This design comes from an exercise in tuning for small area on the open sky130 flow, not from production work. The RTL was checked by simulation tests, not by an equivalence proof against the original design.

==> design/flow/design.v <==
package mc_pkg;
  typedef enum logic [1:0] {
    ST_FETCH = 2'd0,
    ST_EXEC  = 2'd1,
    ST_MEM   = 2'd2,
    ST_WB    = 2'd3
  } mc_state_e;
  localparam logic [2:0] ALU_ADD   = 3'b000;
  localparam logic [2:0] ALU_SUB   = 3'b001;
  localparam logic [2:0] ALU_AND   = 3'b010;
  localparam logic [2:0] ALU_OR    = 3'b011;
  localparam logic [2:0] ALU_XOR   = 3'b100;
  localparam logic [2:0] ALU_SLT   = 3'b101;
  localparam logic [2:0] ALU_SHIFT = 3'b110;
  localparam logic [2:0] ALU_SLTU  = 3'b111;
  localparam logic [1:0] IMM_I = 2'b00;
  localparam logic [1:0] IMM_S = 2'b01;
  localparam logic [1:0] IMM_B = 2'b10;
  localparam logic [1:0] IMM_J = 2'b11;
  localparam logic [1:0] RES_ALU   = 2'b00;
  localparam logic [1:0] RES_MDR   = 2'b01;
  localparam logic [1:0] RES_PC4   = 2'b10;
  localparam logic [1:0] RES_UPPER = 2'b11;
  localparam logic [31:0] NOP = 32'h0000_0013;
endpackage
module mc_hold #(
  parameter int unsigned W = 32
) (
  input  logic         we,
  input  logic         nwe,
  input  logic [W-1:0] wd,
  input  logic [W-1:0] q,
  output logic [W-1:0] d
);
  assign d = (wd & {W{we}}) | (q & {W{nwe}});
endmodule
module mc_rf_read #(
  parameter int unsigned XLEN = 32,
  parameter int unsigned N    = 31
) (
  input  logic [N-1:0]           sel,
  input  logic [N-1:0][XLEN-1:0] rows,
  output logic [XLEN-1:0]        rdata
);
  always_comb begin
    rdata = '0;
    for (int i = 0; i < N; i++) rdata = rdata | (rows[i] & {XLEN{sel[i]}});
  end
endmodule
module mc_rca #(
  parameter int unsigned W = 32
) (
  input  logic [W-1:0] a,
  input  logic [W-1:0] b,
  input  logic         ci,
  output logic [W-1:0] s,
  output logic         co
);
  logic [W:0] c;
  assign c[0] = ci;
  for (genvar i = 0; i < W; i++) begin : g_bit
    assign s[i]   = a[i] ^ b[i] ^ c[i];
    assign c[i+1] = (a[i] & b[i]) | (c[i] & (a[i] ^ b[i]));
  end
  assign co = c[W];
endmodule
module mc_csa #(
  parameter int unsigned W = 32,
  parameter int unsigned B = 11
) (
  input  logic [W-1:0] a,
  input  logic [W-1:0] b,
  input  logic         ci,
  output logic [W-1:0] s,
  output logic         co
);
  localparam int unsigned NB = (W + B - 1) / B;
  logic [NB:0] c;
  assign c[0] = ci;
  for (genvar k = 0; k < NB; k++) begin : g_blk
    localparam int unsigned LO = k * B;
    localparam int unsigned WB = (LO + B <= W) ? B : W - LO;
    if (k == 0) begin : g_first
      mc_rca #(.W(WB)) u_add (.a(a[LO +: WB]), .b(b[LO +: WB]), .ci(c[0]),
                              .s(s[LO +: WB]), .co(c[1]));
    end else begin : g_sel
      logic [WB-1:0] s0, s1;
      logic          c0, c1;
      mc_rca #(.W(WB)) u_add0 (.a(a[LO +: WB]), .b(b[LO +: WB]), .ci(1'b0), .s(s0), .co(c0));
      mc_rca #(.W(WB)) u_add1 (.a(a[LO +: WB]), .b(b[LO +: WB]), .ci(1'b1), .s(s1), .co(c1));
      assign s[LO +: WB] = c[k] ? s1 : s0;
      assign c[k+1]      = c[k] ? c1 : c0;
    end
  end
  assign co = c[NB];
endmodule
module mc_datapath #(
  parameter int unsigned     XLEN     = 32,
  parameter logic [XLEN-1:0] RESET_PC = '0
) (
  input  logic          clk,
  input  logic          reset,
  input  logic [1:0]    ResultSrc,
  input  logic          PCSrc,
  input  logic          ALUSrc,
  input  logic          RegWrite,
  input  logic [1:0]    ImmSrc,
  input  logic [2:0]    ALUControl,
  input  logic          Jalr,
  input  logic          MemRead,
  input  logic          MemWrite,
  output logic [31:0]   Instr,
  output logic          Zero,
  output logic          ALUR31,
  output logic          mem_req,
  output logic          mem_we,
  output logic [XLEN-1:0] mem_addr,
  output logic [XLEN-1:0] mem_wdata,
  input  logic [XLEN-1:0] mem_rdata,
  input  logic          mem_ready,
  output logic [1:0]    state
);
  localparam int SHW = $clog2(XLEN);
  mc_pkg::mc_state_e       cur_st, nxt_st;
  logic [XLEN-1:0] pc, opa, mdr;
  logic [XLEN-1:0] rf_rdata, imm_ext, src_b, alu_res;
  logic [XLEN-1:0] pc_plus4, pc_imm, pc_next, result;
  logic [19:0]     pc_upper;
  logic [4:0]      rf_raddr;
  wire st_fetch = (cur_st == mc_pkg::ST_FETCH);
  wire st_mem   = (cur_st == mc_pkg::ST_MEM);
  wire st_wb    = (cur_st == mc_pkg::ST_WB);
  assign state = cur_st;
  logic [30:0][XLEN-1:0] rf_q, rf_d;
  logic [30:0]           rf_we, rf_sel;
  for (genvar i = 0; i < 31; i++) begin : g_rf
    assign rf_we[i]  = st_wb && RegWrite && (Instr[11:7] == 5'(i + 1));
    assign rf_sel[i] = (rf_raddr == 5'(i + 1));
    mc_hold #(.W(XLEN)) u_hold (.we(rf_we[i]), .nwe(~rf_we[i]), .wd(result), .q(rf_q[i]), .d(rf_d[i]));
  end
  always_ff @(posedge clk) rf_q <= rf_d;
  assign rf_raddr = st_fetch ? mem_rdata[19:15] : Instr[24:20];
  mc_rf_read #(.XLEN(XLEN), .N(31)) u_rf_read (.sel(rf_sel), .rows(rf_q), .rdata(rf_rdata));
  always_comb begin
    imm_ext = '0;
    case (ImmSrc)
      mc_pkg::IMM_I: imm_ext = XLEN'($signed(Instr[31:20]));
      mc_pkg::IMM_S: imm_ext = XLEN'($signed({Instr[31:25], Instr[11:7]}));
      mc_pkg::IMM_B: imm_ext = XLEN'($signed({Instr[31], Instr[7], Instr[30:25], Instr[11:8], 1'b0}));
      mc_pkg::IMM_J: imm_ext = XLEN'($signed({Instr[31], Instr[19:12], Instr[20], Instr[30:21], 1'b0}));
      default: imm_ext = '0;
    endcase
  end
  assign src_b = ALUSrc ? imm_ext : rf_rdata;
  logic            alu_sub, cout, slt, sltu, sh_left, sh_fill;
  logic [XLEN-1:0] sum, sh_in, sh_out, sh_res;
  assign alu_sub = ALUControl[0];
  mc_csa #(.W(XLEN), .B(11)) u_alu_add (.a(opa), .b(src_b ^ {XLEN{alu_sub}}), .ci(alu_sub),
                                       .s(sum), .co(cout));
  assign sltu = ~cout;
  assign slt  = (opa[XLEN-1] ^ src_b[XLEN-1]) ? opa[XLEN-1] : sum[XLEN-1];
  assign sh_left = (Instr[14:12] == 3'b001);
  assign sh_fill = ~sh_left & Instr[30] & opa[XLEN-1];
  always_comb begin
    for (int i = 0; i < XLEN; i++) sh_in[i] = sh_left ? opa[XLEN-1-i] : opa[i];
  end
  assign sh_out = XLEN'($signed({sh_fill, sh_in}) >>> src_b[SHW-1:0]);
  always_comb begin
    for (int i = 0; i < XLEN; i++) sh_res[i] = sh_left ? sh_out[XLEN-1-i] : sh_out[i];
  end
  always_comb begin
    alu_res = '0;
    case (ALUControl)
      mc_pkg::ALU_ADD:   alu_res = sum;
      mc_pkg::ALU_SUB:   alu_res = sum;
      mc_pkg::ALU_AND:   alu_res = opa & src_b;
      mc_pkg::ALU_OR:    alu_res = opa | src_b;
      mc_pkg::ALU_XOR:   alu_res = opa ^ src_b;
      mc_pkg::ALU_SLT:   alu_res = {{(XLEN-1){1'b0}}, slt};
      mc_pkg::ALU_SLTU:  alu_res = {{(XLEN-1){1'b0}}, sltu};
      mc_pkg::ALU_SHIFT: alu_res = sh_res;
      default: alu_res = '0;
    endcase
  end
  assign Zero   = (alu_res == '0);
  assign ALUR31 = alu_res[XLEN-1];
  logic unused_co0, unused_co1;
  assign pc_plus4 = {pc[XLEN-1:2] + 30'd1, pc[1:0]};
  mc_csa #(.W(XLEN), .B(16)) u_pc_imm (.a(pc), .b(imm_ext), .ci(1'b0), .s(pc_imm), .co(unused_co0));
  mc_rca #(.W(20)) u_pc_upper (.a(pc[31:12]), .b(Instr[31:12]), .ci(1'b0), .s(pc_upper), .co(unused_co1));
  assign pc_next = Jalr  ? {alu_res[XLEN-1:1], 1'b0} :
                   PCSrc ? pc_imm : pc_plus4;
  always_comb begin
    result = alu_res;
    case (ResultSrc)
      mc_pkg::RES_ALU:   result = alu_res;
      mc_pkg::RES_MDR:   result = mdr;
      mc_pkg::RES_PC4:   result = pc_plus4;
      mc_pkg::RES_UPPER: result = Instr[5] ? {Instr[31:12], 12'b0} : {pc_upper, pc[11:0]};
      default:   result = alu_res;
    endcase
  end
  always_ff @(posedge clk or negedge reset) begin
    if (!reset) cur_st <= mc_pkg::ST_FETCH;
    else        cur_st <= nxt_st;
  end
  always_comb begin
    nxt_st = cur_st;
    case (cur_st)
      mc_pkg::ST_FETCH: if (mem_ready) nxt_st = mc_pkg::ST_EXEC;
      mc_pkg::ST_EXEC:  nxt_st = (MemRead || MemWrite) ? mc_pkg::ST_MEM : mc_pkg::ST_WB;
      mc_pkg::ST_MEM:   if (mem_ready) nxt_st = mc_pkg::ST_WB;
      mc_pkg::ST_WB:    nxt_st = mc_pkg::ST_FETCH;
      default:          nxt_st = mc_pkg::ST_FETCH;
    endcase
  end
  assign mem_req   = reset && (st_fetch || st_mem);
  assign mem_we    = reset && st_mem && MemWrite;
  assign mem_addr  = st_mem ? alu_res : pc;
  assign mem_wdata = rf_rdata;
  logic            ld_ir, ld_mdr;
  logic [XLEN-1:0] ir_d, mdr_d, pc_d, opa_d;
  assign ld_ir  = st_fetch && mem_ready;
  assign ld_mdr = st_mem && mem_ready;
  mc_hold #(.W(32))   u_hold_ir  (.we(ld_ir),  .nwe(~ld_ir),  .wd(mem_rdata[31:0]), .q(Instr), .d(ir_d));
  mc_hold #(.W(XLEN)) u_hold_mdr (.we(ld_mdr), .nwe(~ld_mdr), .wd(mem_rdata), .q(mdr), .d(mdr_d));
  mc_hold #(.W(XLEN)) u_hold_pc  (.we(st_wb),  .nwe(~st_wb),  .wd(pc_next),   .q(pc),  .d(pc_d));
  mc_hold #(.W(XLEN)) u_hold_opa (.we(ld_ir),  .nwe(~ld_ir),  .wd(rf_rdata),  .q(opa), .d(opa_d));
  always_ff @(posedge clk or negedge reset) begin
    if (!reset) begin
      pc    <= RESET_PC;
      Instr <= mc_pkg::NOP;
      mdr   <= '0;
    end else begin
      Instr <= ir_d;
      mdr   <= mdr_d;
      pc    <= pc_d;
    end
  end
  always_ff @(posedge clk) opa <= opa_d;
endmodule
==> design/flow/run.sh <==
#!/bin/bash
# synth_recipe.tcl (not shown) runs the flow's synth.tcl, then flattens the netlist and writes it again
# the make line also repeats each setting of config.mk as NAME=value (left out here)
make -C /OpenROAD-flow-scripts/flow DESIGN_CONFIG=/design/flow/config.mk WORK_HOME=/design/flow/orfs CLKGATE_MAP_FILE= SYNTH_SCRIPT=/design/flow/synth_recipe.tcl finish
==> design/flow/config.mk <==
export PLATFORM = sky130hd
export DESIGN_NAME = mc_datapath
export DESIGN_NICKNAME = mc_datapath
export VERILOG_FILES = /design/flow/design.v
export SDC_FILE = /design/flow/constraint.sdc
export NUM_CORES = 4
export LEC_CHECK = 0
export CAP_MARGIN = 20
export CORE_MARGIN = 2
export CORE_UTILIZATION = 40
export SLEW_MARGIN = 20
export SYNTH_HIERARCHICAL = 1
==> design/flow/constraint.sdc <==
create_clock -name core_clock -period 12.0 [get_ports {clk}]
set_input_delay 2.4000 -clock core_clock [delete_from_list [all_inputs] [get_ports {clk}]]
set_output_delay 2.4000 -clock core_clock [all_outputs]
set_load 0.01 [all_outputs]
==> results.toml <==
[floorplan]
die_h_um = 370
initial_core_util_pct = 40.2
core_area_um2 = 133000
ios = 150
fp.dieW_um = 370
die_area_um2 = 137000
row_count = 134

[cts]
root_buffer = "clkbuf_16"
cts_buffers = 115
clk_path_buf_depth = 3
cts_tree = "built"
cts_sinks = 1122
hold_buffers = 0
clk_pin_slew_ns = 0.06
clkLatencyLatePin_ns = 0.77
htree_num_levels = 3

[logic_synthesis]
netlist_area_um2 = 53600
ys_warn_count = 8
synth_cells = 4951
syn_avg_cell_area_um2 = 10.8

[route]
wl_mm = 219
post-route-drc-count = 0
vias_per_cell = 6.46
dr.pass1.iters = 9
ant_nets = 0
vias = 46567
routedWlPerCell_um = 30.5
drt-initial-drc-count = 6422

[worst_setup_path]
required_ns = 9.60
path_common_cell = "fa_2"
crit_arrival_ns = 10.82
slowest_delay_ns = 0.63
path_class = "in2out"
startpoint_type = "primary input"
critPathSlowestCell = "or4_4"
end_kind = "primary output"
path_max_fanout = 7
cp_top_family = "adder cells"
critPathBufInv = 10

[grt]
gr-total-overflow = 0
grt_pass1_wl_mm = 316
grt_pass1_vias = 44093
grt_max_degree = 66
grt.total_usage_pct = 30.9
grt_antenna_before_repair = 20

[place]
numPortBuffers = 149
gp_congestion = 1.02
dp_hpwl_mm = 148

[timing]
period_needed_ns = 13.22
drv_slew = 0
rsz0062_at_grt = "yes"
tightest_slew_ns = 1.16
hold_viol_final = 0
worst_slack_ns = -1.22
fin_worst_skew_ns = 0.0881
setup_violations = 25
max_slew_margin_pct = 22.7
post-route-period-util_pct = 110
tns_ns = -14.25
fmax_mhz = 75.7

[final_layout]
post-route-util_pct = 47.8
fillers = 12239
areaGrowthSynthToFinish_pct = 18.8
final_nets = 5569
drive_gt1_share_pct = 22.2

[pwr]
power_density_nw_per_um2 = 293
power_leakage_nw = 26.3
irDropWorstVdd_v = 0.000158
total_power_mw = 18.6

[min_path]
worstHoldPathType = "reg2reg"

[job]
drv_cap = 0

[run_status]
status = "finished with violations"
so.violations = "negative setup slack"
[sequential cells by signal, summed over array words and instances (netlist names)]
| name | flops |
|---|---|
| rf_q | 992 |
| pc | 32 |
| cur_st | 2 |
| mdr | 32 |
| opa | 32 |
| Instr | 32 |
[final cells by class]
class / count / area, um^2 / area share [%]
multi-input cells: 3174 / 27500 / 43.2
flip-flops and latches: 1122 / 23000 / 36.1
repair buffers: 705 / 6250 / 9.81
clock buffers: 163 / 3340 / 5.25
well taps: 1768 / 2210 / 3.47
inverters: 213 / 802 / 1.26
clock inverters: 53 / 608 / 0.955
diodes: 7 / 17.5 / 0.0275
[cell usage in the layout, fill, tap and decap left out, drive strengths merged, types with 69 or more instances in the layout]
| cell | n |
|---|---|
| o21ai | 73 |
| nand2 | 152 |
| dfrtp | 95 |
| buf | 590 |
| inv | 215 |
| nand4 | 72 |
| dfxtp | 1024 |
| mux2 | 99 |
| clkbuf | 165 |
| fa | 121 |
| a22o | 1152 |
| mux2i | 96 |
| ha | 69 |
| nand3 | 90 |
| nor2 | 212 |
| a22oi | 391 |
| clkdlybuf4s50 | 111 |
| a21oi | 108 |
[worst paths after layout]
kind / from / to / slack [ns] / depth (start not counted)
setup / recovery: mem_rdata[16] / Zero / -1.22 / 38
hold / removal: rf_q[28] / rf_q[28] / 0.47 / 1
setup reg to reg: cur_st[1] / rf_q[446] / 1.99 / 43
hold reg to reg: rf_q[28] / rf_q[28] / 0.47 / 1
max in group asynchronous: reset / Instr[28] / 9.04 / 2
min in group asynchronous: reset / cur_st[1] / 1.66 / 1
[layer usage]
layer	vias to the layer above	GRT usage [%]	wire, um
met5	-	0	115
met4	16	16.4	13000
met3	522	5.99	19400
met2	2605	47.1	96400
met1	23469	41.3	90600
li1	19955	-	-
[worst reg2reg max path: cells and delay by family, from the launching register on]
family	cells	cell delay (ns)
adders and majority gates	12	3.88
buffers and inverters	14	1.65
muxes	5	1.53
AOI/OAI and AO/OA	6	1.30
and+or+nand+nor	5	1.03
DFF	1	0.38
xor gates and xnor gates	1	0.08
[power breakdown]
group,switching [mW],internal [mW],total (mW)
combinational,5.22,3.78,9.00
sequential,0.984,4.92,5.90
clock,1.62,2.12,3.74
total,7.83,10.8,18.6
[metrics by stage]
| step | hold slack, ns | setup WS (ns) | cells | instance area (um^2) |
|---|---|---|---|---|
| after detailed placement | 0.453 | -2.33 | 6934 | 58500 |
| after CTS | 0.472 | -1.56 | 7180 | 63200 |
| after global routing | 0.477 | -1.35 | 7199 | 63600 |
| after global placement | 0.452 | -2.28 | 6933 | 58500 |
| after floorplan | 0.438 | -0.369 | 4954 | 53800 |
| final | 0.470 | -1.22 | 7205 | 63700 |
[repair_timing]
action,CTS,global route
pin swaps,57,51
buffers inserted,39,29
gates resized for setup,265,81
setup endpoints to repair,27,27
gates cloned,0,0

[what the ideal ports hide]
The results above use ideal ports. As a check the final layout listed here was re-extracted and re-timed, cells and wires unchanged. Step 1, drivers: a clkbuf_16 drives clk and a buf_2 each remaining input, both assumed. Step 2 adds t to the input delays and takes it off the output delays; t is the mean of the earliest and latest rising clock arrival at the registers after step 1. Input paths then give back, and output paths get back, about the clock's delay inside the block. a / b / c = ideal ports / drivers / drivers and shift; a / b = the first two.
t (ns): 0.804
setup slack, ns: -1.218 / -1.266 / -1.266
worst hold slack (ns): 0.470 / 0.470 / 0.470
worst slew at a driven data input, ns: 0.12
pins driven straight from the clock port: 1
The setup slack of this run moves by -0.048 ns with the drivers and by -0.048 ns with both steps.
